This design comes from an exercise in tuning for small area, a short achievable clock period and few clock cycles per item on the open sky130 flow, not from production work.
Where RTL was checked, it was by simulation tests only, not by an equivalence proof against the original.
Only the layout flow was run in run 1; the RTL was not checked for function there.
Power figures rest on the tool's default switching activity, not on a simulated workload.

## flow/design.v (module list and top-level ports; edited modules follow where they fit)
// module fu_controller: 61 lines
// module operand_skew: 38 lines
// module pe_array: 2462 lines
// module leaky_relu_stage: 12 lines
// module maxpool_stage: 102 lines
// module conv_engine: 124 lines
module conv_engine (
	input  wire                                 clk,
	input  wire                                 rst_n,
	input  wire                                 start,
	input  wire [1:0]                           op,
	input  wire                                 in_valid,
	output logic                                in_ready,
	input  wire [4*16-1:0]       in_ifm,
	input  wire [4*16-1:0]       in_wgt,
	input  wire                                 in_last,
	output logic                                out_valid,
	input  wire                                 out_ready,
	output logic [4*16-1:0]      out_data,
	output logic                                out_last,
	output logic                                done
);
  // ...
==> flow/flow/run.sh <==
#!/bin/bash
set -euo pipefail
M=6.65
sed -e "s/SETUP_SLACK_MARGIN=[0-9.]*/SETUP_SLACK_MARGIN=$M/" \
    -e "s/\"\${@:-finish}\"/BUFFER_PORTS_ARGS='-buffer_cell sky130_fd_sc_hd__buf_1' \"\${@:-finish}\"/" \
    standard.sh > standard_tuned.sh
grep -q "SETUP_SLACK_MARGIN=$M" standard_tuned.sh
grep -q "BUFFER_PORTS_ARGS" standard_tuned.sh
bash standard_tuned.sh > standard.log 2>&1
==> flow/standard.sh <==
#!/bin/bash
# synth_recipe.tcl (not shown) runs the flow's synth.tcl, then flattens the netlist and writes it again
# the make line also repeats each setting of config.mk as NAME=value (left out here)
make -C /OpenROAD-flow-scripts/flow DESIGN_CONFIG=/design/flow/config.mk WORK_HOME=/design/flow/orfs CLKGATE_MAP_FILE= SYNTH_SCRIPT=/design/flow/synth_recipe.tcl "${@:-finish}"
==> flow/config.mk <==
export PLATFORM = sky130hd
export DESIGN_NAME = conv_engine
export DESIGN_NICKNAME = conv_engine
export VERILOG_FILES = /design/flow/design.v
export SDC_FILE = /design/flow/constraint.sdc
export NUM_CORES = 4
export LEC_CHECK = 0
export CAP_MARGIN = 20
export CORE_MARGIN = 2
export CORE_UTILIZATION = 60
export CTS_CLUSTER_DIAMETER = 120
export CTS_CLUSTER_SIZE = 24
export SETUP_SLACK_MARGIN = 5
export SLEW_MARGIN = 20
==> flow/constraint.sdc <==
create_clock -name core_clock -period 10.0 [get_ports {clk}]
set_input_delay 2.0000 -clock core_clock [delete_from_list [all_inputs] [get_ports {clk}]]
set_output_delay 2.0000 -clock core_clock [all_outputs]
set_load 0.01 [all_outputs]
==> results.tsv, run 1 <==
stage	metric	value	unit
placed_design	DP Cell Count	4962	
global_routing	gr busiest metal	met2	
route	DR WL/cell	23.4	µm
global_routing	initial antenna violation count	1	
placed_design	Setup WS pre-CTS	5920	ps
synth	predominant post-synthesis flop cell	dfxtp_1	
power_and_ir_drop	Int Pwr	8.91	mW
floorplan	Die X	268	µm
cells_and_area	Final clock-cell share	1.97	%
timing	Fin Setup TNS	0	ps
power_and_ir_drop	P_clk	1.41	mW
floorplan	Die Height	268	µm
cts	CTS tree	done	
cts	deepest clock path buffer count	3	
global_routing	met3 usage	6.78	%
power_and_ir_drop	Flop+latch power	4.59	mW
run_status	outcome	no timing/DRC/antenna violations	
cts	Clock Root Buffer	clkbuf_16	
cts	Worst-Skew Late Latency	660	ps
timing	Tcrit/Tclk final	33.0	%
setup_path	flop-to-flop setup slack	6700	ps
timing	f_max	0.303	GHz
synth	count of cell types in the netlist	81	
cts	H-tree levels	1	
route	drt initial violations	2998	
synth	post-synthesis async set-or-reset flop share	4.14	%
cts	Clock Sinks	628	
worst_hold_path	Hold Path Class	flop to flop	
route	routed wire length	118000	µm
==> inputs of run 2 (changes only) <==
--- a/flow/design.v
+++ b/flow/design.v
@@ -732,21 +732,30 @@
 	assign m0_s[21] = m0_fc98;
 	assign m0_c[21] = m0_fs99;
 	assign m0_s[22] = m0_fc99;
 	assign m0_c[22] = m0_fs100;
 	assign m0_s[23] = m0_fc100;
 	assign m0_c[23] = m0_fs101;
 	assign m0_s[24] = m0_fc101;
 	assign m0_c[24] = m0_fs102;
-	logic [9:0] m0_lo;
-	assign m0_lo = {1'b0, m0_s[8:0]} + {1'b0, m0_c[8:0]};
+	logic [9:0] m0_cy;
+	assign m0_cy[0] = 1'b0;
+	assign m0_cy[1] = (m0_s[0] & m0_c[0]) | ((m0_s[0] | m0_c[0]) & m0_cy[0]);
+	assign m0_cy[2] = (m0_s[1] & m0_c[1]) | ((m0_s[1] | m0_c[1]) & m0_cy[1]);
+	assign m0_cy[3] = (m0_s[2] & m0_c[2]) | ((m0_s[2] | m0_c[2]) & m0_cy[2]);
+	assign m0_cy[4] = (m0_s[3] & m0_c[3]) | ((m0_s[3] | m0_c[3]) & m0_cy[3]);
+	assign m0_cy[5] = (m0_s[4] & m0_c[4]) | ((m0_s[4] | m0_c[4]) & m0_cy[4]);
+	assign m0_cy[6] = (m0_s[5] & m0_c[5]) | ((m0_s[5] | m0_c[5]) & m0_cy[5]);
+	assign m0_cy[7] = (m0_s[6] & m0_c[6]) | ((m0_s[6] | m0_c[6]) & m0_cy[6]);
+	assign m0_cy[8] = (m0_s[7] & m0_c[7]) | ((m0_s[7] | m0_c[7]) & m0_cy[7]);
+	assign m0_cy[9] = (m0_s[8] & m0_c[8]) | ((m0_s[8] | m0_c[8]) & m0_cy[8]);
 	assign s_hi[0] = m0_s[24:9];
 	assign c_hi[0] = m0_c[24:9];
-	assign c9[0] = m0_lo[9];
+	assign c9[0] = m0_cy[9];
 	logic m1_p0_0;
 	assign m1_p0_0 = (((b_one[0] & y[1][0]) | (b_two[0] & 1'b0)) ^ b_neg[0]);
 	logic m1_p0_1;
 	assign m1_p0_1 = (((b_one[0] & y[1][1]) | (b_two[0] & y[1][0])) ^ b_neg[0]);
 	logic m1_p0_2;
 	assign m1_p0_2 = (((b_one[0] & y[1][2]) | (b_two[0] & y[1][1])) ^ b_neg[0]);
 	logic m1_p0_3;
 	assign m1_p0_3 = (((b_one[0] & y[1][3]) | (b_two[0] & y[1][2])) ^ b_neg[0]);
@@ -1345,21 +1354,30 @@
 	assign m1_s[21] = m1_fc98;
 	assign m1_c[21] = m1_fs99;
 	assign m1_s[22] = m1_fc99;
 	assign m1_c[22] = m1_fs100;
 	assign m1_s[23] = m1_fc100;
 	assign m1_c[23] = m1_fs101;
 	assign m1_s[24] = m1_fc101;
 	assign m1_c[24] = m1_fs102;
-	logic [9:0] m1_lo;
-	assign m1_lo = {1'b0, m1_s[8:0]} + {1'b0, m1_c[8:0]};
+	logic [9:0] m1_cy;
+	assign m1_cy[0] = 1'b0;
+	assign m1_cy[1] = (m1_s[0] & m1_c[0]) | ((m1_s[0] | m1_c[0]) & m1_cy[0]);
+	assign m1_cy[2] = (m1_s[1] & m1_c[1]) | ((m1_s[1] | m1_c[1]) & m1_cy[1]);
+	assign m1_cy[3] = (m1_s[2] & m1_c[2]) | ((m1_s[2] | m1_c[2]) & m1_cy[2]);
+	assign m1_cy[4] = (m1_s[3] & m1_c[3]) | ((m1_s[3] | m1_c[3]) & m1_cy[3]);
+	assign m1_cy[5] = (m1_s[4] & m1_c[4]) | ((m1_s[4] | m1_c[4]) & m1_cy[4]);
+	assign m1_cy[6] = (m1_s[5] & m1_c[5]) | ((m1_s[5] | m1_c[5]) & m1_cy[5]);
+	assign m1_cy[7] = (m1_s[6] & m1_c[6]) | ((m1_s[6] | m1_c[6]) & m1_cy[6]);
+	assign m1_cy[8] = (m1_s[7] & m1_c[7]) | ((m1_s[7] | m1_c[7]) & m1_cy[7]);
+	assign m1_cy[9] = (m1_s[8] & m1_c[8]) | ((m1_s[8] | m1_c[8]) & m1_cy[8]);
 	assign s_hi[1] = m1_s[24:9];
 	assign c_hi[1] = m1_c[24:9];
-	assign c9[1] = m1_lo[9];
+	assign c9[1] = m1_cy[9];
 	logic m2_p0_0;
 	assign m2_p0_0 = (((b_one[0] & y[2][0]) | (b_two[0] & 1'b0)) ^ b_neg[0]);
 	logic m2_p0_1;
 	assign m2_p0_1 = (((b_one[0] & y[2][1]) | (b_two[0] & y[2][0])) ^ b_neg[0]);
 	logic m2_p0_2;
 	assign m2_p0_2 = (((b_one[0] & y[2][2]) | (b_two[0] & y[2][1])) ^ b_neg[0]);
 	logic m2_p0_3;
 	assign m2_p0_3 = (((b_one[0] & y[2][3]) | (b_two[0] & y[2][2])) ^ b_neg[0]);
@@ -1958,21 +1976,30 @@
 	assign m2_s[21] = m2_fc98;
 	assign m2_c[21] = m2_fs99;
 	assign m2_s[22] = m2_fc99;
 	assign m2_c[22] = m2_fs100;
 	assign m2_s[23] = m2_fc100;
 	assign m2_c[23] = m2_fs101;
 	assign m2_s[24] = m2_fc101;
 	assign m2_c[24] = m2_fs102;
-	logic [9:0] m2_lo;
-	assign m2_lo = {1'b0, m2_s[8:0]} + {1'b0, m2_c[8:0]};
+	logic [9:0] m2_cy;
+	assign m2_cy[0] = 1'b0;
+	assign m2_cy[1] = (m2_s[0] & m2_c[0]) | ((m2_s[0] | m2_c[0]) & m2_cy[0]);
+	assign m2_cy[2] = (m2_s[1] & m2_c[1]) | ((m2_s[1] | m2_c[1]) & m2_cy[1]);
+	assign m2_cy[3] = (m2_s[2] & m2_c[2]) | ((m2_s[2] | m2_c[2]) & m2_cy[2]);
+	assign m2_cy[4] = (m2_s[3] & m2_c[3]) | ((m2_s[3] | m2_c[3]) & m2_cy[3]);
+	assign m2_cy[5] = (m2_s[4] & m2_c[4]) | ((m2_s[4] | m2_c[4]) & m2_cy[4]);
+	assign m2_cy[6] = (m2_s[5] & m2_c[5]) | ((m2_s[5] | m2_c[5]) & m2_cy[5]);
+	assign m2_cy[7] = (m2_s[6] & m2_c[6]) | ((m2_s[6] | m2_c[6]) & m2_cy[6]);
+	assign m2_cy[8] = (m2_s[7] & m2_c[7]) | ((m2_s[7] | m2_c[7]) & m2_cy[7]);
+	assign m2_cy[9] = (m2_s[8] & m2_c[8]) | ((m2_s[8] | m2_c[8]) & m2_cy[8]);
 	assign s_hi[2] = m2_s[24:9];
 	assign c_hi[2] = m2_c[24:9];
-	assign c9[2] = m2_lo[9];
+	assign c9[2] = m2_cy[9];
 	logic m3_p0_0;
 	assign m3_p0_0 = (((b_one[0] & y[3][0]) | (b_two[0] & 1'b0)) ^ b_neg[0]);
 	logic m3_p0_1;
 	assign m3_p0_1 = (((b_one[0] & y[3][1]) | (b_two[0] & y[3][0])) ^ b_neg[0]);
 	logic m3_p0_2;
 	assign m3_p0_2 = (((b_one[0] & y[3][2]) | (b_two[0] & y[3][1])) ^ b_neg[0]);
 	logic m3_p0_3;
 	assign m3_p0_3 = (((b_one[0] & y[3][3]) | (b_two[0] & y[3][2])) ^ b_neg[0]);
@@ -2571,21 +2598,30 @@
 	assign m3_s[21] = m3_fc98;
 	assign m3_c[21] = m3_fs99;
 	assign m3_s[22] = m3_fc99;
 	assign m3_c[22] = m3_fs100;
 	assign m3_s[23] = m3_fc100;
 	assign m3_c[23] = m3_fs101;
 	assign m3_s[24] = m3_fc101;
 	assign m3_c[24] = m3_fs102;
-	logic [9:0] m3_lo;
-	assign m3_lo = {1'b0, m3_s[8:0]} + {1'b0, m3_c[8:0]};
+	logic [9:0] m3_cy;
+	assign m3_cy[0] = 1'b0;
+	assign m3_cy[1] = (m3_s[0] & m3_c[0]) | ((m3_s[0] | m3_c[0]) & m3_cy[0]);
+	assign m3_cy[2] = (m3_s[1] & m3_c[1]) | ((m3_s[1] | m3_c[1]) & m3_cy[1]);
+	assign m3_cy[3] = (m3_s[2] & m3_c[2]) | ((m3_s[2] | m3_c[2]) & m3_cy[2]);
+	assign m3_cy[4] = (m3_s[3] & m3_c[3]) | ((m3_s[3] | m3_c[3]) & m3_cy[3]);
+	assign m3_cy[5] = (m3_s[4] & m3_c[4]) | ((m3_s[4] | m3_c[4]) & m3_cy[4]);
+	assign m3_cy[6] = (m3_s[5] & m3_c[5]) | ((m3_s[5] | m3_c[5]) & m3_cy[5]);
+	assign m3_cy[7] = (m3_s[6] & m3_c[6]) | ((m3_s[6] | m3_c[6]) & m3_cy[6]);
+	assign m3_cy[8] = (m3_s[7] & m3_c[7]) | ((m3_s[7] | m3_c[7]) & m3_cy[7]);
+	assign m3_cy[9] = (m3_s[8] & m3_c[8]) | ((m3_s[8] | m3_c[8]) & m3_cy[8]);
 	assign s_hi[3] = m3_s[24:9];
 	assign c_hi[3] = m3_c[24:9];
-	assign c9[3] = m3_lo[9];
+	assign c9[3] = m3_cy[9];
 endmodule
 `default_nettype wire
 `default_nettype none
 `timescale 1ns/10ps
 module leaky_relu_stage (
 	input  wire                   on,
 	input  wire [16-1:0]  x,
 	output logic [16-1:0] y
==> flow/flow/run.sh (replaced) <==
#!/bin/bash
set -euo pipefail
M=6.55
sed -e "s/SETUP_SLACK_MARGIN=[0-9.]*/SETUP_SLACK_MARGIN=$M/" \
    -e "s/\"\${@:-finish}\"/BUFFER_PORTS_ARGS='-buffer_cell sky130_fd_sc_hd__buf_1' \"\${@:-finish}\"/" \
    standard.sh > standard_tuned.sh
grep -q "SETUP_SLACK_MARGIN=$M" standard_tuned.sh
grep -q "BUFFER_PORTS_ARGS" standard_tuned.sh
bash standard_tuned.sh > standard.log 2>&1
==> run 2 against run 1 <==
  * Via count down 1.9%
  * Clock power about the same
  * Cell area fell by 1.4%
  * Total power down 3.9%
  * Sequential cell count unchanged
  * Clock skew is 3.7 ps lower
  * Count of clock-buffer cells in the layout did not move
  * Die area rose by 0.62%
  * Critical path type unchanged
  * Critical endpoint is now c_q[9]
  * Largest power group unchanged
==> results.tsv, run 2 <==
stage	metric	value	unit	change
run_status	outcome	no timing/DRC/antenna violations		unchanged
floorplan	Initial Util	60.3	%	was 60.8%
timing	max-slew violations	0		unchanged
cells_and_area	commonest non-fill, non-tap cells in the layout	dfxtp_1 (485), a22oi_1 (443), inv_1 (440), fa_1 (375), xnor2_1 (369)		was a22oi_1 (444), dfxtp_1 (443), inv_1 (431), xnor2_1 (374), fa_1 (374)
timing	max_slew headroom	20.9	%	was 24.5%
route	routed wire length	113000	µm	was 118000 µm
cells_and_area	max FFs per register	256		unchanged
timing	skew final	35.0	ps	was 38.6 ps
timing	Tcrit/Tclk final	33.9	%	was 33.0%
job	max-cap violation count	0		unchanged
route	first drt pass iteration count	6		was 9
power_and_ir_drop	P_leak	18.0	nW	was 18.5 nW
floorplan	total die area	0.0723	mm²	was 0.0719 mm²
placed_design	GP Congestion	0.891		was 0.923
synth	share of the synthesized area in the top cell type	25.6	%	was 25.7%
placed_design	IO Port Bufs	203		unchanged
cts	total CTS buffers	31		unchanged
setup_path	Reg2Reg Depth	7		unchanged
timing	Hold Vio Cnt, Final	0		unchanged
global_routing	Total GRT Usage	31.1	%	was 32.1%
route	Final ANT Viol Nets	0		unchanged
synth	predominant post-synthesis flop cell	dfxtp_1		unchanged
setup_path	Worst setup SP type	flop		unchanged
setup_path	WS Path Type	flop to flop		unchanged
cells_and_area	final net count	4851		was 4874
cts	Clock Sinks	628		unchanged
route	detailed-route vias per instance	5.92		was 6.06
placed_design	Setup WS pre-CTS	5550	ps	was 5920 ps
cts	deepest clock path buffer count	3		unchanged
floorplan	I/O Pins	204		unchanged
power_and_ir_drop	maximum VDD drop	0.225	mV	was 0.220 mV
route	DR DRC count	0		unchanged
synth	mapped cell area	0.0421	mm²	was 0.0418 mm²
synth	Yosys Warn Count	6		unchanged
power_and_ir_drop	pwr/cell area	353	mW/mm²	was 362 mW/mm²
worst_hold_path	Hold Path Class	flop to flop		unchanged
cts	Clock Pin Slew Worst Setup and Hold Paths	110	ps	was 90 ps
timing	Worst-Margin Slew	1180	ps	was 1120 ps
synth	most frequent cells after synthesis	dfxtp_1 (538), a22oi_1 (443), inv_1 (442)		was dfxtp_1 (538), a22oi_1 (444), inv_1 (432)
synth	average size of a mapped cell	10.1	µm²	was 10.2 µm²
cts	H-tree levels	1		unchanged
synth	Synth Instances	4160		was 4101
cts	Worst-Skew Late Latency	650	ps	was 660 ps
timing	Fin Setup TNS	0	ps	unchanged
global_routing	first-pass GRT wire length	174000	µm	was 179000 µm
floorplan	core area	0.0698	mm²	was 0.0688 mm²
synth	EDFF count, synth	64		unchanged
setup_path	nature of the critical path endpoint	flop		unchanged
floorplan	Die X	269	µm	was 268 µm
route	DR WL/cell	22.2	µm	was 23.4 µm
worst_hold_path	Worst Hold Path Cells	0		unchanged
cts	CTS tree	done		unchanged
cells_and_area	Fillers	5834		was 5529
cells_and_area	Area Overhead vs Synth	6.09	%	was 8.30%
setup_path	worst path arrival time	3910	ps	was 3830 ps
cells_and_area	most common cell after layout, fill and taps aside	dfxtp_1		was a22oi_1
synth	most numerous cell in the Yosys netlist	dfxtp_1		unchanged
setup_path	WP data required	10520	ps	was 10530 ps
cells_and_area	layout cells sized above 1	5.74	%	was 8.89%
timing	f_max	0.295	GHz	was 0.303 GHz
global_routing	initial antenna violation count	3		was 1
global_routing	largest net degree at the start of global routing	89		was 69
synth	largest cells by area after synthesis	dfxtp_1 (26%), fa_1 (18%), a22oi_1 (7.9%)		was dfxtp_1 (26%), fa_1 (18%), a22oi_1 (8.0%)
synth	top cell type by total area after synthesis	dfxtp_1		unchanged
timing	endpoints failing setup	0		unchanged
synth	count of cell types in the netlist	88		was 81
timing	RSZ-0062 raised after global routing	yes		unchanged
synth	Yosys reg bits	628		unchanged
route	drt initial violations	3197		was 2998
setup_path	Critical Path Fanout Max	31		was 26
floorplan	# rows	97		was 96
synth	post-synthesis async set-or-reset flop share	4.14	%	unchanged
route	vias	30125		was 30709
floorplan	Die Height	269	µm	was 268 µm
timing	Period minus WS final	3390	ps	was 3300 ps
cts	hold_buf cts	0		unchanged
timing	Final WS setup	6610	ps	was 6700 ps
synth	sequential area share after synthesis	31.7	%	was 31.9%
placed_design	DPL Wire Length	76300	µm	was 78400 µm
global_routing	grt ovf	0		unchanged
global_routing	vias in the first global route	29353		was 31652
cts	Clock Root Buffer	clkbuf_16		unchanged
cells_and_area	register with the most flip-flops	ring		unchanged
synth	syn nets	4879		was 4848
==> run 2: changes by cell type in the layout (fill, tap and decap cells not counted), sizes merged, moves of 13 or more <==
cell and delta:
buf -39, ha -28, o22ai +26, mux2i -18
a31oi +17, nand3 +13, o31ai +13
==> run 2: power by group <==
part / switching, mW / internal, mW
clock: 0.828 / 0.606
combinational: 5.50 / 4.27
sequential: 0.905 / 3.68
==> run 2: path summary, 6_finish.rpt <==
path	start	end	slack, ps
worst max register to register	u_operands.neg_q[6]	c_q[9]	6610
worst min-delay path	ring[2][28]	ring[1][28]	320
worst min register to register	ring[2][28]	ring[1][28]	320
min in group asynchronous	rst_n	u_controller.row[1]	1330
max in group asynchronous	rst_n	u_controller.clr_q[0]	8390
worst max-delay path	u_operands.neg_q[6]	c_q[9]	6610
==> run 2: final cells by class <==
| cell class | count | area (µm²) | share of cell area [%] |
|---|---|---|---|
| antenna | 1 | 2.50 | 0.00560 |
| clock buffer | 41 | 856 | 1.92 |
| clock inverter | 4 | 42.5 | 0.0952 |
| inverter | 446 | 1680 | 3.77 |
| multi-input combinational | 2770 | 26000 | 58.1 |
| sequential | 628 | 13400 | 30.1 |
| tap | 940 | 1180 | 2.63 |
| timing repair buffer | 255 | 1510 | 3.38 |
==> run 2: layer usage <==
metal  vias up  part of all wire, %  GRT usage, %
met2      1450                   42          45.9
met5         -                0.027             0
li1      13885                    -             -
met3       204                  9.8          6.15
met4         4                  3.1          9.35
met1     14582                   45          46.3
==> run 2: logic make-up (layout without fill, tap and decap cells) <==
family	Yosys count	count (layout)	share of synthesized area, %
adders and majority gates	619	619	24.9
AOI/OAI and AO/OA	903	903	15.2
other	0	1	0
and+or+nand+nor	596	596	7.09
muxes	57	57	1.90
DFF	628	628	31.7
buffers and inverters	762	746	6.88
xor gates and xnor gates	595	595	12.4
==> run 2: worst max-delay path: stages, from the launching register on <==
cell	delay (ps)
dfxtp_4	670
buf_6	450
xor2_1	150
fa_1	500
fa_1	440
fa_1	540
inv_1	50
fa_1	430
==> run 2: timing repair <==
action                     4_1_cts  5_1_grt
pin swaps                        0        6
setup endpoints to repair      129      132
gates resized for setup         46       77
gates cloned                     0        1
buffers inserted                 6        7
==> run 2: per-stage QoR <==
stage          std cells  cell area, µm²  utilization, %  hold slack, ps  power (mW)
6_report            5085           44700            64.0             321        15.8
5_1_grt             5084           44700            64.0             330        17.3
4_1_cts             5076           44400            63.6             318        15.7
3_5_place_dp        5025           43200            61.9             312        14.2
3_3_place_gp        5025           43200            61.9             310        13.9
2_1_floorplan       4160           42100               -             310        11.5
Testbench counts of run 2, summed over its fixed seeds: cycles 14,572, tiles 384.
==> inputs of run 3 (changes only) <==
--- a/flow/flow/run.sh
+++ b/flow/flow/run.sh
@@ -1,5 +1,5 @@
 #!/bin/bash
 set -euo pipefail
-M=6.55
+M=6.65
 sed -e "s/SETUP_SLACK_MARGIN=[0-9.]*/SETUP_SLACK_MARGIN=$M/" \
     -e "s/\"\${@:-finish}\"/BUFFER_PORTS_ARGS='-buffer_cell sky130_fd_sc_hd__buf_1' \"\${@:-finish}\"/" \
==> run 3 against run 2 <==
  * Still clean on timing, DRC and antenna
  * Die area is the same
  * Global-route usage shrank 0.30 points
  * Total power grew 1.6%
  * Via count decreased by 0.33%
  * Wire length fell by 0.13%
  * Non-clock buffer count is 23 higher
  * First-iteration DRC count shrank 10%
  * Critical path depth grew 1
  * Hold slack better by 4.6 ps
  * Sequential cell count unchanged
  * Core utilization is 0.41 points higher
  * Critical path type unchanged
==> results.tsv, run 3 <==
stage	metric	value	unit	change
floorplan	total die area	0.0723	mm²	unchanged
route	Top Metal Used	met5		unchanged
synth	Yosys Warn Count	6		unchanged
synth	mapped cell area	0.0421	mm²	unchanged
synth	share of the synthesized area in the top cell type	25.6	%	unchanged
timing	RSZ-0062 raised after global routing	yes		unchanged
global_routing	vias in the first global route	29327		was 29353
floorplan	I/O Pins	204		unchanged
cells_and_area	layout cells sized above 1	7.20	%	was 5.74%
synth	predominant post-synthesis flop cell	dfxtp_1		unchanged
cells_and_area	Area Overhead vs Synth	6.78	%	was 6.09%
setup_path	worst path arrival time	3830	ps	was 3910 ps
cts	hold_buf cts	0		unchanged
route	Final ANT Viol Nets	0		unchanged
timing	skew final	27.4	ps	was 35.0 ps
cts	deepest clock path buffer count	3		unchanged
setup_path	WP depth	8		was 7
synth	sequential area share after synthesis	31.7	%	unchanged
timing	Final WS setup	6680	ps	was 6610 ps
timing	Hold Vio Cnt, Final	0		unchanged
route	vias	30027		was 30125
cts	Clock Pin Slew Worst Setup and Hold Paths	110	ps	about the same
setup_path	crit path from	u_operands.one_q[5]		was u_operands.neg_q[6]
synth	average size of a mapped cell	10.1	µm²	unchanged
cells_and_area	Layout Cells excl Fill	5107		was 5085
global_routing	largest net degree at the start of global routing	72		was 89
setup_path	CP top delay family	adder cells		unchanged
timing	max_slew headroom	31.3	%	was 20.9%
synth	EDFF count, synth	64		unchanged
floorplan	Initial Util	60.3	%	unchanged
setup_path	Slowest-stage cell, CP	fa_1		was dfxtp_4
cts	Clock Root Buffer	clkbuf_16		unchanged
worst_hold_path	Hold Path Class	flop to flop		unchanged
global_routing	first-pass GRT wire length	172000	µm	was 174000 µm
cts	H-tree levels	1		unchanged
placed_design	Setup WS pre-CTS	6130	ps	was 5550 ps
synth	most frequent cells after synthesis	dfxtp_1 (538), a22oi_1 (443), inv_1 (442)		unchanged
setup_path	WP data required	10510	ps	was 10520 ps
cells_and_area	max FFs per register	256		unchanged
route	drt initial violations	2868		was 3197
power_and_ir_drop	maximum VDD drop	0.217	mV	was 0.225 mV
synth	most numerous cell in the Yosys netlist	dfxtp_1		unchanged
timing	Period minus WS final	3320	ps	was 3390 ps
setup_path	flop-to-flop setup slack	6680	ps	was 6610 ps
route	Metal-1 WL	51300	µm	was 50800 µm
floorplan	Die X	269	µm	unchanged
cts	CTS tree	done		unchanged
run_status	outcome	no timing/DRC/antenna violations		unchanged
global_routing	Total GRT Usage	30.8	%	was 31.1%
placed_design	IO Port Bufs	203		unchanged
cells_and_area	final net count	4873		was 4851
setup_path	Critical Path Fanout Max	60		was 31
global_routing	grt ovf	0		unchanged
setup_path	WS Path Type	flop to flop		unchanged
worst_hold_path	Worst Hold Endpoint	ring[1][37]		was ring[1][28]
worst_hold_path	Worst Hold Path Cells	0		unchanged
setup_path	Critical Path Max Stage Delay	600	ps	was 670 ps
placed_design	DP Cell Count	5030		was 5025
floorplan	core area	0.0698	mm²	unchanged
setup_path	Worst setup SP type	flop		unchanged
setup_path	Reg-to-Reg Start	u_operands.one_q[5]		was u_operands.neg_q[6]
job	max-cap violation count	0		unchanged
cts	Clock Sinks	628		unchanged
floorplan	# rows	97		unchanged
timing	max-slew violations	0		unchanged
global_routing	initial antenna violation count	1		was 3
synth	syn nets	4879		unchanged
route	DR DRC count	0		unchanged
setup_path	CP Buf/Inv Count	2		unchanged
route	first drt pass iteration count	6		unchanged
route	metal2 WL	48700	µm	was 47600 µm
setup_path	R2R Path End	c_q[9]		unchanged
cells_and_area	commonest non-fill, non-tap cells in the layout	dfxtp_1 (456), a22oi_1 (443), inv_1 (438), fa_1 (374), xnor2_1 (369)		was dfxtp_1 (485), a22oi_1 (443), inv_1 (440), fa_1 (375), xnor2_1 (369)
placed_design	GP Congestion	0.906		was 0.891
timing	Fin Setup TNS	0	ps	unchanged
synth	count of cell types in the netlist	88		unchanged
synth	Yosys reg bits	628		unchanged
timing	endpoints failing setup	0		unchanged
cts	Worst-Skew Late Latency	650	ps	about the same
setup_path	CP most frequent cell	fa_1		unchanged
timing	Worst-Margin Slew	1020	ps	was 1180 ps
synth	largest cells by area after synthesis	dfxtp_1 (26%), fa_1 (18%), a22oi_1 (7.9%)		unchanged
setup_path	nature of the critical path endpoint	flop		unchanged
worst_hold_path	hold path start	ring[2][37]		was ring[2][28]
cells_and_area	most common cell after layout, fill and taps aside	dfxtp_1		unchanged
route	Routed met3 length	9760	µm	was 11100 µm
route	DR WL/cell	22.1	µm	was 22.2 µm
power_and_ir_drop	P_leak	18.1	nW	was 18.0 nW
power_and_ir_drop	pwr/cell area	357	mW/mm²	was 353 mW/mm²
placed_design	DPL Wire Length	76400	µm	was 76300 µm
floorplan	Die Height	269	µm	unchanged
cells_and_area	register with the most flip-flops	ring		unchanged
timing	Tcrit/Tclk final	33.2	%	was 33.9%
synth	post-synthesis async set-or-reset flop share	4.14	%	unchanged
cts	total CTS buffers	30		was 31
route	detailed-route vias per instance	5.88		was 5.92
synth	top cell type by total area after synthesis	dfxtp_1		unchanged
timing	f_max	0.301	GHz	was 0.295 GHz
setup_path	Reg2Reg Depth	8		was 7
synth	Synth Instances	4160		unchanged
route	routed wire length	113000	µm	about the same
setup_path	crit-path cells	buf_8 > a22oi_1 > xor2_1 > fa_1 > fa_1 > fa_1 > inv_1 > fa_1		was buf_6 > xor2_1 > fa_1 > fa_1 > fa_1 > inv_1 > fa_1
cells_and_area	utilization after layout	64.4	%	was 64.0%
timing	worst hold margin	325	ps	was 321 ps
## run 3: logic make-up after synthesis
group	count (synthesis)	synth area share, %
AO/OA/AOI/OAI	903	15.2
XOR/XNOR	595	12.4
adder cells (fa/ha/maj)	619	24.9
buffers and inverters	762	6.88
flip-flops	628	31.7
multiplexers	57	1.90
AND/OR/NAND/NOR	596	7.09
## run 3: worst max-delay path by stage
stage | end
floorplan | u_out.out_data[0]
global placement | c_q[10]
detailed placement | c_q[26]
CTS | ring[3][31]
global route | ring[3][30]
finish | c_q[9]
## run 3: worst reg2reg max path: cells and delay by family, from the launching register on
| family | cells | cell delay [ps] |
|---|---|---|
| adder cells (fa/ha/maj) | 4 | 1930 |
| AO/OA/AOI/OAI | 1 | 210 |
| XOR/XNOR | 1 | 190 |
| flip-flops | 1 | 350 |
| buffers and inverters | 2 | 500 |
## run 3: stage by stage
stage,instance area (µm²),total power [mW]
floorplan,42200,11.5
finish,45000,16.0
CTS,44400,15.8
global placement,43200,14.0
detailed placement,43200,14.3
global route,45000,17.6
## run 3: repair_timing
action,4_1_cts,5_1_grt
pin swaps,0,24
setup buffers,4,25
gates cloned,0,3
resized for setup,72,117
setup endpoints to repair,126,178
## run 3: cell type report
| type | count | area, µm² |
|---|---|---|
| Fill cell | 5797 | 24800 |
| Timing Repair Buffer | 278 | 1760 |
| Tap cell | 940 | 1180 |
| Clock inverter | 3 | 46.3 |
| Sequential cell | 628 | 13500 |
| Antenna cell | 1 | 2.50 |
| Clock buffer | 41 | 823 |
| Inverter | 446 | 1680 |
| Multi-Input combinational cell | 2770 | 26000 |
## run 3: power breakdown
group,leakage (nW),switching (mW),internal [mW]
combinational,12.3,5.67,4.40
clock,0.419,0.814,0.601
sequential,5.42,0.871,3.68
total,18.1,7.35,8.69
## run 3: metal layers
metal | track usage [%] | vias up
li1 | - | 13925
met1 | 45.3 | 14562
met2 | 46.1 | 1349
met3 | 6.14 | 187
met4 | 8.80 | 4
met5 | 0.811 | -
==> inputs of run 4 (changes only) <==
--- a/flow/flow/run.sh
+++ b/flow/flow/run.sh
@@ -1,5 +1,5 @@
 #!/bin/bash
 set -euo pipefail
-M=6.65
+M=6.75
 sed -e "s/SETUP_SLACK_MARGIN=[0-9.]*/SETUP_SLACK_MARGIN=$M/" \
     -e "s/\"\${@:-finish}\"/BUFFER_PORTS_ARGS='-buffer_cell sky130_fd_sc_hd__buf_1' \"\${@:-finish}\"/" \
--- a/flow/config.mk
+++ b/flow/config.mk
@@ -6,4 +6,5 @@
 export NUM_CORES = 4
 export LEC_CHECK = 0
+export ABC_AREA = 1
 export CAP_MARGIN = 20
 export CORE_MARGIN = 2
==> run 4 against run 3 <==
  * Still clean
  * Combinational power rose by 4%
  * Clock skew grew 25 ps
  * Sequential share of layout area decreased by 2.0 points
  * Hold slack got worse by 5.0 ps
  * Total power is 2.2% higher
  * Wire length up 16%
  * Count of clock-buffer cells in the layout fell by 3
  * Sequential power decreased by 1%
  * Synthesized area grew 0.18%
  * First-iteration DRC count grew 40%
  * Register-to-register slack improved by 50 ps
  * Maximum frequency rose by 1.6%
  * Critical endpoint is now c_q[36]
==> results.tsv, run 4 <==
stage	metric	value	unit	change
cts	H-tree levels	1		unchanged
power_and_ir_drop	pwr/cell area	341	mW/mm²	was 357 mW/mm²
cts	Clock Pin Slew Worst Setup and Hold Paths	110	ps	about the same
synth	most numerous cell in the Yosys netlist	inv_1		was dfxtp_1
power_and_ir_drop	Flop pwr share	27.5	%	was 28.4%
global_routing	first-pass GRT wire length	188000	µm	was 172000 µm
setup_path	Slowest-stage cell, CP	fa_1		unchanged
power_and_ir_drop	Net Sw Frac	48.5	%	was 45.8%
synth	Yosys Warn Count	6		unchanged
synth	Synth Area in Adders	24.1	%	was 24.9%
setup_path	worst path arrival time	3820	ps	was 3830 ps
global_routing	met2 usage	49.6	%	was 46.1%
floorplan	Die X	269	µm	about the same
power_and_ir_drop	P_leak	22.8	nW	was 18.1 nW
cells_and_area	register with the most flip-flops	ring		unchanged
synth	post-synthesis async set-or-reset flop share	4.14	%	unchanged
cts	deepest clock path buffer count	3		unchanged
placed_design	placed cell areas	0.0434	mm²	was 0.0432 mm²
placed_design	GP Congestion	0.876		was 0.906
setup_path	R2R Path End	c_q[36]		was c_q[9]
floorplan	Die Height	269	µm	about the same
route	Final ANT Viol Nets	0		unchanged
timing	RSZ-0062 raised after global routing	yes		unchanged
cells_and_area	commonest non-fill, non-tap cells in the layout	inv_1 (732), nand2_1 (606), xor2_1 (547), dfxtp_1 (497), o22ai_1 (454)		was dfxtp_1 (456), a22oi_1 (443), inv_1 (438), fa_1 (374), xnor2_1 (369)
cts	CTS tree	done		unchanged
synth	compound-cell area share of the yosys netlist	11.7	%	was 15.2%
setup_path	Critical Path Max Stage Delay	540	ps	was 600 ps
route	vias	34820		was 30027
synth	most frequent cells after synthesis	inv_1 (790), nand2_1 (611), xor2_1 (552)		was dfxtp_1 (538), a22oi_1 (443), inv_1 (442)
placed_design	DPL Wire Length	81200	µm	was 76400 µm
synth	post-synthesis mux area share	0.0237	%	was 1.90%
route	DR WL/cell	21.8	µm	was 22.1 µm
global_routing	met3 usage	6.90	%	was 6.14%
synth	largest family of logic cells by synthesized area	adder cells		unchanged
synth	mapped cell area	0.0422	mm²	was 0.0421 mm²
global_routing	initial antenna violation count	1		unchanged
synth	Yosys reg bits	628		unchanged
synth	post-synthesis simple-gate area fraction	10.7	%	was 7.09%
setup_path	Reg-to-Reg Start	u_operands.y_q[43]		was u_operands.one_q[5]
cts	Worst-Skew Late Latency	680	ps	was 650 ps
setup_path	CP Capture Point	c_q[36]		was c_q[9]
synth	predominant post-synthesis flop cell	dfxtp_1		unchanged
cts	Clock Sinks	628		unchanged
floorplan	I/O Pins	204		unchanged
cts	Clock Root Buffer	clkbuf_16		unchanged
synth	EDFF count, synth	64		unchanged
cells_and_area	layout cells sized above 1	11.5	%	was 7.20%
timing	Period minus WS final	3270	ps	was 3320 ps
timing	Worst-Margin Slew	812	ps	was 1020 ps
timing	Fin Setup TNS	0	ps	unchanged
setup_path	Critical Path Fanout Max	6		was 60
synth	count of cell types in the netlist	56		was 88
cells_and_area	max FFs per register	256		unchanged
cells_and_area	most common cell after layout, fill and taps aside	inv_1		was dfxtp_1
global_routing	gr busiest metal	met2		unchanged
floorplan	# rows	97		unchanged
synth	largest cells by area after synthesis	dfxtp_1 (26%), fa_1 (18%), xor2_1 (11%)		was dfxtp_1 (26%), fa_1 (18%), a22oi_1 (7.9%)
power_and_ir_drop	part of the power in combinational logic	64.0	%	was 62.8%
power_and_ir_drop	NetSw	7.95	mW	was 7.35 mW
timing	endpoints failing setup	0		unchanged
cells_and_area	Fillers	5680		was 5797
synth	sequential area share after synthesis	31.6	%	was 31.7%
global_routing	met1 Use GR	47.5	%	was 45.3%
setup_path	nature of the critical path endpoint	flop		unchanged
global_routing	grt ovf	0		unchanged
floorplan	Initial Util	60.4	%	was 60.3%
cts	total CTS buffers	31		was 30
route	detailed-route vias per instance	5.82		was 5.88
power_and_ir_drop	clock network power share	8.5	%	was 8.8%
placed_design	IO Port Bufs	203		unchanged
setup_path	crit path from	u_operands.y_q[43]		was u_operands.one_q[5]
cells_and_area	fin area	0.0481	mm²	was 0.0450 mm²
setup_path	CP top delay family	adder cells		unchanged
synth	share of the synthesized area in the top cell type	25.5	%	was 25.6%
route	drt initial violations	4023		was 2868
route	routed wire length	131000	µm	was 113000 µm
timing	max_slew headroom	45.5	%	was 31.3%
route	first drt pass iteration count	7		was 6
power_and_ir_drop	Int Pwr	8.43	mW	was 8.69 mW
job	max-cap violation count	0		unchanged
setup_path	WS Path Type	flop to flop		unchanged
synth	top cell type by total area after synthesis	dfxtp_1		unchanged
worst_hold_path	Hold Path Class	flop to flop		unchanged
timing	Hold Vio Cnt, Final	0		unchanged
power_and_ir_drop	Pwr Total	16.4	mW	was 16.0 mW
route	DR DRC count	0		unchanged
timing	max-slew violations	0		unchanged
floorplan	core area	0.0698	mm²	unchanged
setup_path	Worst setup SP type	flop		unchanged
cells_and_area	final net count	5748		was 4873
setup_path	crit-path cells	clkinvlp_2 > o22ai_1 > xor2_1 > fa_1 > inv_1 > fa_1 > fa_1 > inv_1 > fa_1		was buf_8 > a22oi_1 > xor2_1 > fa_1 > fa_1 > fa_1 > inv_1 > fa_1
timing	skew final	52.2	ps	was 27.4 ps
setup_path	Reg2Reg Depth	9		was 8
global_routing	Total GRT Usage	33.2	%	was 30.8%
synth	average size of a mapped cell	8.84	µm²	was 10.1 µm²
timing	Final WS setup	6730	ps	was 6680 ps
setup_path	flop-to-flop setup slack	6730	ps	was 6680 ps
synth	Synth Instances	4772		was 4160
synth	syn nets	5491		was 4879
run_status	outcome	no timing/DRC/antenna violations		unchanged
cells_and_area	Area Overhead vs Synth	14.0	%	was 6.78%
setup_path	CP Buf/Inv Count	3		was 2
timing	Tcrit/Tclk final	32.7	%	was 33.2%
synth	Post-Synth XOR/XNOR Area	12.2	%	was 12.4%
placed_design	Setup WS pre-CTS	5160	ps	was 6130 ps
setup_path	WP depth	9		was 8
global_routing	vias in the first global route	32265		was 29327
global_routing	largest net degree at the start of global routing	70		was 72
timing	f_max	0.306	GHz	was 0.301 GHz
setup_path	WP data required	10550	ps	was 10510 ps
setup_path	CP most frequent cell	fa_1		unchanged
floorplan	total die area	0.0724	mm²	was 0.0723 mm²
power_and_ir_drop	maximum VDD drop	0.219	mV	was 0.217 mV
run 4: cell count changes in the layout (fill, tap and decap cells not counted), moves of 41 or more:
| cell | previous run | this run |
|---|---|---|
| a22oi_1 | 443 | 5 |
| buf_4 | 39 | 190 |
| clkinvlp_4 | 2 | 55 |
| dfxtp_1 | 456 | 497 |
| dfxtp_2 | 73 | 27 |
| inv_1 | 438 | 732 |
| nand2_1 | 131 | 606 |
| nand3_1 | 34 | 130 |
| nor2_1 | 166 | 249 |
| nor2b_1 | 121 | 0 |
| o22ai_1 | 35 | 454 |
| xnor2_1 | 369 | 33 |
| xor2_1 | 226 | 547 |
run 4: how the worst min path moves through the flow:
stage                     start          end  slack (ps)  depth (start not counted)
floorplan            ring[2][0]   ring[1][0]         310                          0
global placement    ring[2][16]  ring[1][16]         310                          0
detailed placement   ring[2][0]   ring[1][0]         310                          0
CTS                 ring[2][28]  ring[1][28]         330                          0
global route        ring[2][28]  ring[1][28]         330                          0
finish              ring[2][30]  ring[1][30]         320                          0
run 4: stage by stage:
step	std cells	utilization, %	hold WS [ps]
4_1_cts	5829	65.8	326
6_report	5980	68.9	320
5_1_grt	5979	68.9	329
3_5_place_dp	5697	62.2	312
2_1_floorplan	4772	-	310
3_3_place_gp	5697	62.2	310
run 4: cell families (layout without fill, tap and decap cells):
logic type,after synthesis,after routing
and+or+nand+nor,1081,1081
buffers and inverters,1073,1340
AOI/OAI and AO/OA,814,814
DFF,628,628
xor gates and xnor gates,588,588
adders and majority gates,587,587
muxes,1,1
other,0,1
run 4: final cells by class:
cell class                      count  area [µm²]  area share (%)
Timing Repair Buffer              474        4010            8.34
Timing Repair inverter              8        47.5          0.0989
Tap cell                          940        1180            2.45
Sequential cell                   628       13400            28.0
Clock buffer                       38         802            1.67
Inverter                          815        3370            7.02
Antenna cell                        1        2.50         0.00521
Clock inverter                      5        61.3           0.128
Multi-Input combinational cell   3071       25200            52.3
run 4: repair_timing:
| item | CTS | global route |
|---|---|---|
| setup endpoints to repair | 211 | 165 |
| pin swaps | 2 | 27 |
| gates cloned | 15 | 21 |
| resized for setup | 159 | 181 |
| setup buffers | 74 | 129 |
| hold buffers | 0 | 0 |
run 4: layer usage:
layer	routed length, µm	share of wire, %
met5	39	0.030
met1	53300	41
met3	15800	12
met4	7940	6.1
met2	53500	41
run 4: power groups by stage:
stage / clock network [mW] / logic [mW] / registers, mW
4_1_cts: 1.43 / 10.0 / 4.49
2_1_floorplan: 0 / 7.54 / 4.17
6_report: 1.40 / 10.5 / 4.50
3_5_place_dp: 0 / 9.83 / 4.54
3_3_place_gp: 0 / 9.58 / 4.52
5_1_grt: 1.52 / 11.9 / 4.60
==> inputs of run 5 (changes only) <==
--- a/flow/config.mk
+++ b/flow/config.mk
@@ -6,5 +6,4 @@
 export NUM_CORES = 4
 export LEC_CHECK = 0
-export ABC_AREA = 1
 export CAP_MARGIN = 20
 export CORE_MARGIN = 2
==> run 5 against run 4 <==
  * Sequential power up 2%
  * Clock skew down 22 ps
  * Highest routed layer unchanged
  * Register-to-register slack better by 70 ps
  * Via count down 11%
  * Still clean
  * Maximum frequency up 1.9%
  * Core utilization down 3.6 points
  * Critical path type is now flop to primary output
  * Cell count down 14%
  * Synthesized area down 0.18%
==> results.tsv, run 5 <==
stage	metric	value	unit	change
run_status	outcome	no timing/DRC/antenna violations		unchanged
route	vias	30852		was 34820
timing	skew final	30.4	ps	was 52.2 ps
synth	syn nets	4879		was 5491
timing	Worst-Margin Slew	1130	ps	was 812 ps
floorplan	total die area	0.0723	mm²	was 0.0724 mm²
power_and_ir_drop	P_leak	18.3	nW	was 22.8 nW
global_routing	Total GRT Usage	31.3	%	was 33.2%
setup_path	CP Buf/Inv Count	1		was 3
setup_path	Worst setup SP type	flop		unchanged
route	DR DRC count	0		unchanged
cells_and_area	Fillers	5708		was 5680
cts	CTS tree	done		unchanged
power_and_ir_drop	Flop pwr share	28.2	%	was 27.5%
floorplan	Die X	269	µm	about the same
global_routing	initial antenna violation count	2		was 1
floorplan	Die Height	269	µm	about the same
placed_design	DPL Wire Length	76200	µm	was 81200 µm
global_routing	largest net degree at the start of global routing	69		was 70
setup_path	WP data required	8000	ps	was 10550 ps
synth	predominant post-synthesis flop cell	dfxtp_1		unchanged
global_routing	first-pass GRT wire length	174000	µm	was 188000 µm
cells_and_area	max FFs per register	256		unchanged
cts	Clock Root Buffer	clkbuf_16		unchanged
synth	post-synthesis async set-or-reset flop share	4.14	%	unchanged
power_and_ir_drop	clock network power share	8.5	%	about the same
setup_path	Critical Path Max Stage Delay	420	ps	was 540 ps
global_routing	vias in the first global route	29615		was 32265
worst_hold_path	Hold Path Class	flop to flop		unchanged
setup_path	CP top delay family	flip-flops		was adder cells
floorplan	# rows	97		unchanged
synth	EDFF count, synth	64		unchanged
setup_path	WS Path Type	flop to primary output		was flop to flop
power_and_ir_drop	Pwr Total	16.2	mW	was 16.4 mW
floorplan	core area	0.0698	mm²	unchanged
cells_and_area	commonest non-fill, non-tap cells in the layout	a22oi_1 (443), inv_1 (439), dfxtp_1 (434), fa_1 (372), xnor2_1 (369)		was inv_1 (732), nand2_1 (606), xor2_1 (547), dfxtp_1 (497), o22ai_1 (454)
synth	mapped cell area	0.0421	mm²	was 0.0422 mm²
route	DR WL/cell	23.4	µm	was 21.8 µm
placed_design	placed cell areas	0.0432	mm²	was 0.0434 mm²
power_and_ir_drop	Net Sw Frac	46.0	%	was 48.5%
route	first drt pass iteration count	8		was 7
timing	RSZ-0062 raised after global routing	yes		unchanged
floorplan	Initial Util	60.3	%	was 60.4%
setup_path	Slowest-stage cell, CP	dfrtp_1		was fa_1
setup_path	nature of the critical path endpoint	primary output		was flop
cells_and_area	Reg area	0.0135	mm²	was 0.0134 mm²
cts	Clock Sinks	628		unchanged
timing	Tcrit/Tclk final	32.1	%	was 32.7%
placed_design	IO Port Bufs	203		unchanged
synth	top cell type by total area after synthesis	dfxtp_1		unchanged
setup_path	crit path from	u_out.out_valid		was u_operands.y_q[43]
synth	most frequent cells after synthesis	dfxtp_1 (538), a22oi_1 (443), inv_1 (442)		was inv_1 (790), nand2_1 (611), xor2_1 (552)
timing	max_slew headroom	24.3	%	was 45.5%
cts	H-tree levels	1		unchanged
placed_design	GP Congestion	0.906		was 0.876
cts	Clock Pin Slew Worst Setup and Hold Paths	110	ps	about the same
cells_and_area	fin area	0.0456	mm²	was 0.0481 mm²
power_and_ir_drop	part of the power in combinational logic	63.3	%	was 64.0%
timing	max-slew violations	0		unchanged
synth	Yosys reg bits	628		unchanged
route	routed wire length	120000	µm	was 131000 µm
job	max-cap violation count	0		unchanged
cts	Worst-Skew Late Latency	650	ps	was 680 ps
synth	sequential area share after synthesis	31.7	%	was 31.6%
power_and_ir_drop	NetSw	7.45	mW	was 7.95 mW
timing	f_max	0.312	GHz	was 0.306 GHz
power_and_ir_drop	Int Pwr	8.75	mW	was 8.43 mW
setup_path	crit-path cells	buf_2		was clkinvlp_2 > o22ai_1 > xor2_1 > fa_1 > inv_1 > fa_1 > fa_1 > inv_1 > fa_1
cts	total CTS buffers	30		was 31
timing	endpoints failing setup	0		unchanged
power_and_ir_drop	pwr/cell area	355	mW/mm²	was 341 mW/mm²
cts	hold_buf cts	0		unchanged
timing	Period minus WS final	3210	ps	was 3270 ps
global_routing	grt ovf	0		unchanged
synth	Yosys Warn Count	6		unchanged
setup_path	worst path arrival time	1210	ps	was 3820 ps
route	detailed-route vias per instance	6.03		was 5.82
worst_hold_path	hold path start	ring[2][45]		was ring[2][30]
setup_path	Reg-to-Reg Start	ring[0][16]		was u_operands.y_q[43]
route	drt initial violations	3292		was 4023
synth	average size of a mapped cell	10.1	µm²	was 8.84 µm²
synth	largest cells by area after synthesis	dfxtp_1 (26%), fa_1 (18%), a22oi_1 (7.9%)		was dfxtp_1 (26%), fa_1 (18%), xor2_1 (11%)
cells_and_area	most common cell after layout, fill and taps aside	a22oi_1		was inv_1
cells_and_area	layout cells sized above 1	8.64	%	was 11.5%
setup_path	Critical Path Fanout Max	3		was 6
timing	Hold Vio Cnt, Final	0		unchanged
route	Final ANT Viol Nets	0		unchanged
floorplan	I/O Pins	204		unchanged
cells_and_area	final net count	4887		was 5748
power_and_ir_drop	maximum VDD drop	0.236	mV	was 0.219 mV
synth	Synth Instances	4160		was 4772
synth	count of cell types in the netlist	88		was 56
timing	Fin Setup TNS	0	ps	unchanged
synth	most numerous cell in the Yosys netlist	dfxtp_1		was inv_1
cells_and_area	Area Overhead vs Synth	8.27	%	was 14.0%
cells_and_area	register with the most flip-flops	ring		unchanged
cts	deepest clock path buffer count	3		unchanged
synth	share of the synthesized area in the top cell type	25.6	%	was 25.5%
cells_and_area	multi-input logic area	0.0261	mm²	was 0.0252 mm²
-- run 5: metal layers --
| layer | track usage, % | vias up | part of all wire [%] |
|---|---|---|---|
| met1 | 46.0 | 14831 | 44 |
| li1 | - | 13948 | - |
| met3 | 6.42 | 334 | 10 |
| met5 | 0 | - | 0.0092 |
| met2 | 46.1 | 1737 | 42 |
| met4 | 10.2 | 2 | 3.8 |
-- run 5: worst paths after layout --
| kind | to | slack [ps] | depth (start not counted) |
|---|---|---|---|
| max in group asynchronous | u_controller.clr_q[0] | 8390 | 2 |
| min in group asynchronous | u_controller.row[1] | 1330 | 2 |
| worst min-delay path | ring[1][45] | 310 | 0 |
| worst max-delay path | out_valid | 6790 | 1 |
| worst max register to register | ring[3][30] | 6800 | 14 |
| worst min register to register | ring[1][45] | 310 | 0 |
-- run 5: cells by family after synthesis --
| logic type | synth area share, % |
|---|---|
| simple gates | 7.09 |
| fa+ha+maj | 24.9 |
| xor+xnor | 12.4 |
| flops | 31.7 |
| buf+inv | 6.88 |
| mux | 1.90 |
| compound gates | 15.2 |
-- run 5: power groups by stage --
stage | combinational (mW) | clock (mW) | sequential (mW)
final | 10.3 | 1.37 | 4.58
after global routing | 11.5 | 1.49 | 4.67
after CTS | 9.85 | 1.41 | 4.54
after detailed placement | 9.65 | 0 | 4.61
after global placement | 9.41 | 0 | 4.60
after floorplan | 7.38 | 0 | 4.16
-- run 5: final cells by class --
| type | instances | share of cell area (%) |
|---|---|---|
| clock inverters | 3 | 0.0494 |
| well taps | 940 | 2.58 |
| flip-flops and latches | 628 | 29.6 |
| diodes | 1 | 0.00549 |
| repair buffers | 292 | 4.97 |
| inverters | 446 | 3.69 |
| multi-input cells | 2770 | 57.3 |
| clock buffers | 40 | 1.78 |
-- run 5: repair_timing --
action                                  CTS  global route
gates cloned                              0            18
gates resized for setup                 122           141
endpoints found under the setup margin  232           178
setup buffers                            14            17
pin swaps                                 8            43
-- run 5: metrics by stage --
stage          hold slack, ps  setup WS, ps  std cells  util [%]
6_report                  312          6790       5120      65.3
5_1_grt                   331          6630       5119      65.3
4_1_cts                   320          6730       5084      63.9
3_5_place_dp              312          6170       5027      61.9
3_3_place_gp              310          6210       5027      61.9
2_1_floorplan             310          6450       4160         -
==> inputs of run 6 (changes only) <==
--- a/flow/config.mk
+++ b/flow/config.mk
@@ -8,5 +8,5 @@
 export CAP_MARGIN = 20
 export CORE_MARGIN = 2
-export CORE_UTILIZATION = 60
+export CORE_UTILIZATION = 66
 export CTS_CLUSTER_DIAMETER = 120
 export CTS_CLUSTER_SIZE = 24
==> run 6 against run 5 <==
  * Largest power group unchanged
  * Combinational power about the same
  * Via count increased by 0.86%
  * Still clean
  * Cell count decreased by 1.2%
  * Critical endpoint is now ring[3][30]
==> results.tsv, run 6 <==
stage	metric	value	unit	change
synth	largest cells by area after synthesis	dfxtp_1 (26%), fa_1 (18%), a22oi_1 (7.9%)		unchanged
timing	Period minus WS final	3270	ps	was 3210 ps
synth	Synth Instances	4160		unchanged
placed_design	DPL Wire Length	75300	µm	was 76200 µm
power_and_ir_drop	maximum VDD drop	0.191	mV	was 0.236 mV
setup_path	WS Path Type	flop to flop		was flop to primary output
setup_path	nature of the critical path endpoint	flop		was primary output
setup_path	R2R Path End	ring[3][30]		unchanged
cts	Clock Sinks	628		unchanged
placed_design	placed cell areas	0.0431	mm²	was 0.0432 mm²
cts	Clock Pin Slew Worst Setup and Hold Paths	100	ps	was 110 ps
timing	Worst-Margin Slew	1040	ps	was 1130 ps
floorplan	I/O Pins	204		unchanged
route	first drt pass iteration count	7		was 8
synth	share of the synthesized area in the top cell type	25.6	%	unchanged
synth	predominant post-synthesis flop cell	dfxtp_1		unchanged
placed_design	DP Cell Count	4930		was 5027
cells_and_area	Area Overhead vs Synth	8.38	%	was 8.27%
run_status	outcome	no timing/DRC/antenna violations		unchanged
synth	count of cell types in the netlist	88		unchanged
synth	Yosys Warn Count	6		unchanged
synth	top cell type by total area after synthesis	dfxtp_1		unchanged
global_routing	vias in the first global route	29816		was 29615
global_routing	Total GRT Usage	33.9	%	was 31.3%
cells_and_area	fin area	0.0456	mm²	about the same
route	DR WL/cell	23.0	µm	was 23.4 µm
placed_design	GP Congestion	0.895		was 0.906
floorplan	total die area	0.0658	mm²	was 0.0723 mm²
cells_and_area	commonest non-fill, non-tap cells in the layout	a22oi_1 (441), inv_1 (438), dfxtp_1 (438), fa_1 (371), xnor2_1 (369)		was a22oi_1 (443), inv_1 (439), dfxtp_1 (434), fa_1 (372), xnor2_1 (369)
cts	CTS tree	done		unchanged
cells_and_area	most common cell after layout, fill and taps aside	a22oi_1		unchanged
job	max-cap violation count	0		unchanged
synth	Yosys reg bits	628		unchanged
setup_path	Worst setup SP type	flop		unchanged
setup_path	Critical Path Max Stage Delay	530	ps	was 420 ps
setup_path	worst path arrival time	3850	ps	was 1210 ps
timing	Tcrit/Tclk final	32.7	%	was 32.1%
setup_path	flop-to-flop setup slack	6730	ps	was 6800 ps
synth	EDFF count, synth	64		unchanged
setup_path	WP data required	10580	ps	was 8000 ps
cells_and_area	layout cells sized above 1	9.30	%	was 8.64%
setup_path	Reg2Reg Depth	14		unchanged
floorplan	Die Height	257	µm	was 269 µm
synth	post-synthesis async set-or-reset flop share	4.14	%	unchanged
placed_design	IO Port Bufs	203		unchanged
global_routing	initial antenna violation count	1		was 2
global_routing	largest net degree at the start of global routing	93		was 69
cts	Worst-Skew Late Latency	640	ps	was 650 ps
floorplan	core area	0.0631	mm²	was 0.0698 mm²
cts	H-tree levels	1		unchanged
global_routing	grt ovf	0		unchanged
synth	average size of a mapped cell	10.1	µm²	unchanged
setup_path	Reg-to-Reg Start	s_q[16]		was ring[0][16]
floorplan	Initial Util	66.7	%	was 60.3%
synth	sequential area share after synthesis	31.7	%	unchanged
cts	Clock Root Buffer	clkbuf_16		unchanged
cells_and_area	Layout Cells excl Fill	5059		was 5120
timing	max-slew violations	0		unchanged
synth	most numerous cell in the Yosys netlist	dfxtp_1		unchanged
power_and_ir_drop	Pwr Total	16.2	mW	about the same
worst_hold_path	Worst Hold Endpoint	ring[1][22]		was ring[1][45]
floorplan	Die X	257	µm	was 269 µm
timing	endpoints failing setup	0		unchanged
cts	hold_buf cts	0		unchanged
setup_path	crit-path cells	fa_1 > ha_2 > inv_2 > fa_2 > nor2b_1 > o21ai_1 > a21boi_2 > o21ai_2 > a21oi_2 > o21ai_2 > a21oi_2 > o41a_1 > or4b_1 > nand3_1		was buf_2
route	vias	31117		was 30852
global_routing	first-pass GRT wire length	174000	µm	about the same
power_and_ir_drop	pwr/cell area	355	mW/mm²	about the same
timing	f_max	0.306	GHz	was 0.312 GHz
synth	mapped cell area	0.0421	mm²	unchanged
route	drt initial violations	3605		was 3292
floorplan	# rows	92		was 97
worst_hold_path	Worst Hold Path Cells	0		unchanged
timing	Fin Setup TNS	0	ps	unchanged
cells_and_area	register with the most flip-flops	ring		unchanged
cells_and_area	max FFs per register	256		unchanged
worst_hold_path	Hold Path Class	flop to flop		unchanged
route	Final ANT Viol Nets	0		unchanged
cts	deepest clock path buffer count	3		unchanged
timing	Hold Vio Cnt, Final	0		unchanged
synth	most frequent cells after synthesis	dfxtp_1 (538), a22oi_1 (443), inv_1 (442)		unchanged
cts	total CTS buffers	30		unchanged
route	DR DRC count	0		unchanged
cells_and_area	utilization after layout	72.3	%	was 65.3%
setup_path	Critical Path Fanout Max	3		unchanged
cells_and_area	# diodes	0		was 1
route	detailed-route vias per instance	6.15		was 6.03
worst_hold_path	hold path start	ring[2][22]		was ring[2][45]
timing	skew final	26.8	ps	was 30.4 ps
timing	RSZ-0062 raised after global routing	yes		unchanged
cells_and_area	final net count	4922		was 4887
timing	max_slew headroom	30.0	%	was 24.3%
power_and_ir_drop	P_leak	18.5	nW	was 18.3 nW
synth	syn nets	4879		unchanged
route	routed wire length	116000	µm	was 120000 µm
setup_path	Slowest-stage cell, CP	or4b_1		was dfrtp_1
-- run 6: cell counts after synthesis --
No cell type changed its count.
-- run 6: stage by stage --
step           worst slack [ps]  hold slack, ps
6_report                   6730             329
5_1_grt                    6580             335
4_1_cts                    6740             313
3_5_place_dp               5660             312
3_3_place_gp               5760             310
2_1_floorplan              6450             310
-- run 6: repair_timing --
item / CTS / global route
cloned: 5 / 8
setup endpoints to repair: 235 / 150
resized for setup: 136 / 119
buffers inserted: 30 / 44
pin swaps: 16 / 41
-- run 6: critical path, delay by kind of cell, from the launching register on --
kind            cells  cell delay [ps]
simple gates        3              660
compound gates      7             1260
fa+ha+maj           3              920
flops               1              330
buf+inv             1               60
-- run 6: worst max-delay path by stage --
| stage | startpoint | endpoint | slack, ps |
|---|---|---|---|
| 2_1_floorplan | out_ready | u_out.out_data[0] | 6450 |
| 3_3_place_gp | u_operands.neg_q[4] | c_q[25] | 5760 |
| 3_5_place_dp | u_operands.neg_q[4] | c_q[23] | 5660 |
| 4_1_cts | u_operands.y_q[23] | c_q[23] | 6740 |
| 5_1_grt | s_q[16] | ring[3][30] | 6580 |
| 6_report | s_q[16] | ring[3][30] | 6730 |
-- run 6: kinds of logic after synthesis --
kind of cell             Yosys count  synth area share, %
AND/OR/NAND/NOR                  596                 7.09
flip-flops                       628                 31.7
buffers and inverters            762                 6.88
multiplexers                      57                 1.90
adder cells (fa/ha/maj)          619                 24.9
XOR/XNOR                         595                 12.4
AO/OA/AOI/OAI                    903                 15.2
-- run 6: layout make-up --
type / instances / area, µm²
Sequential cell: 628 / 13500
Tap cell: 846 / 1060
Fill cell: 4715 / 17400
Clock inverter: 2 / 25.0
Multi-Input combinational cell: 2770 / 26100
Timing Repair Buffer: 327 / 2410
Clock buffer: 40 / 810
Inverter: 446 / 1690
-- run 6: routing by layer --
layer / vias to the layer above / part of all wire, % / track usage (%)
li1: 13999 / - / -
met1: 14942 / 42 / 49.4
met5: - / 0 / 0
met3: 311 / 11 / 7.81
met4: 0 / 4.1 / 12.1
met2: 1865 / 42 / 49.7
-- run 6: where the power goes --
group          internal (mW)  switching [mW]
combinational           4.55            5.72
clock                  0.569           0.807
sequential              3.69           0.871

[afterwards: timing with drivers on the ports]
Ports are ideal in the flow. The routed layouts listed here were re-timed in OpenROAD.
Step 1, drivers: a clkbuf_16 drives clk and a buf_2 each remaining input, both assumed.
Step 2 also shifts input and output timing later by t, the mid clock arrival at the registers, as if the neighbouring blocks saw the same clock.
Slacks: ideal / step 1 / step 2; pairs: ideal / step 1.
run	shift t [ns]	setup slack, ns	hold WS [ns]	worst setup path after step 2	pins driven straight from the clock port
run 1	0.710	6.700 / 6.667 / 6.511	0.331 / 0.331 / 0.331	input to register	1
run 2	0.701	6.610 / 6.610 / 6.513	0.321 / 0.321 / 0.321	input to register	1
run 3	0.706	6.682 / 6.682 / 6.682	0.325 / 0.325 / 0.325	register to register	1
run 4	0.723	6.733 / 6.696 / 6.577	0.320 / 0.320 / 0.320	input to register	1
run 5	0.708	6.794 / 6.723 / 6.582	0.312 / 0.312 / 0.312	input to register	1
run 6	0.694	6.728 / 6.728 / 6.690	0.329 / 0.329 / 0.329	input to register	1
After both steps setup and hold are still met in every run listed. The setup slack of run 5, which loses most, moves by -0.071 ns with the drivers and by -0.212 ns with both steps.
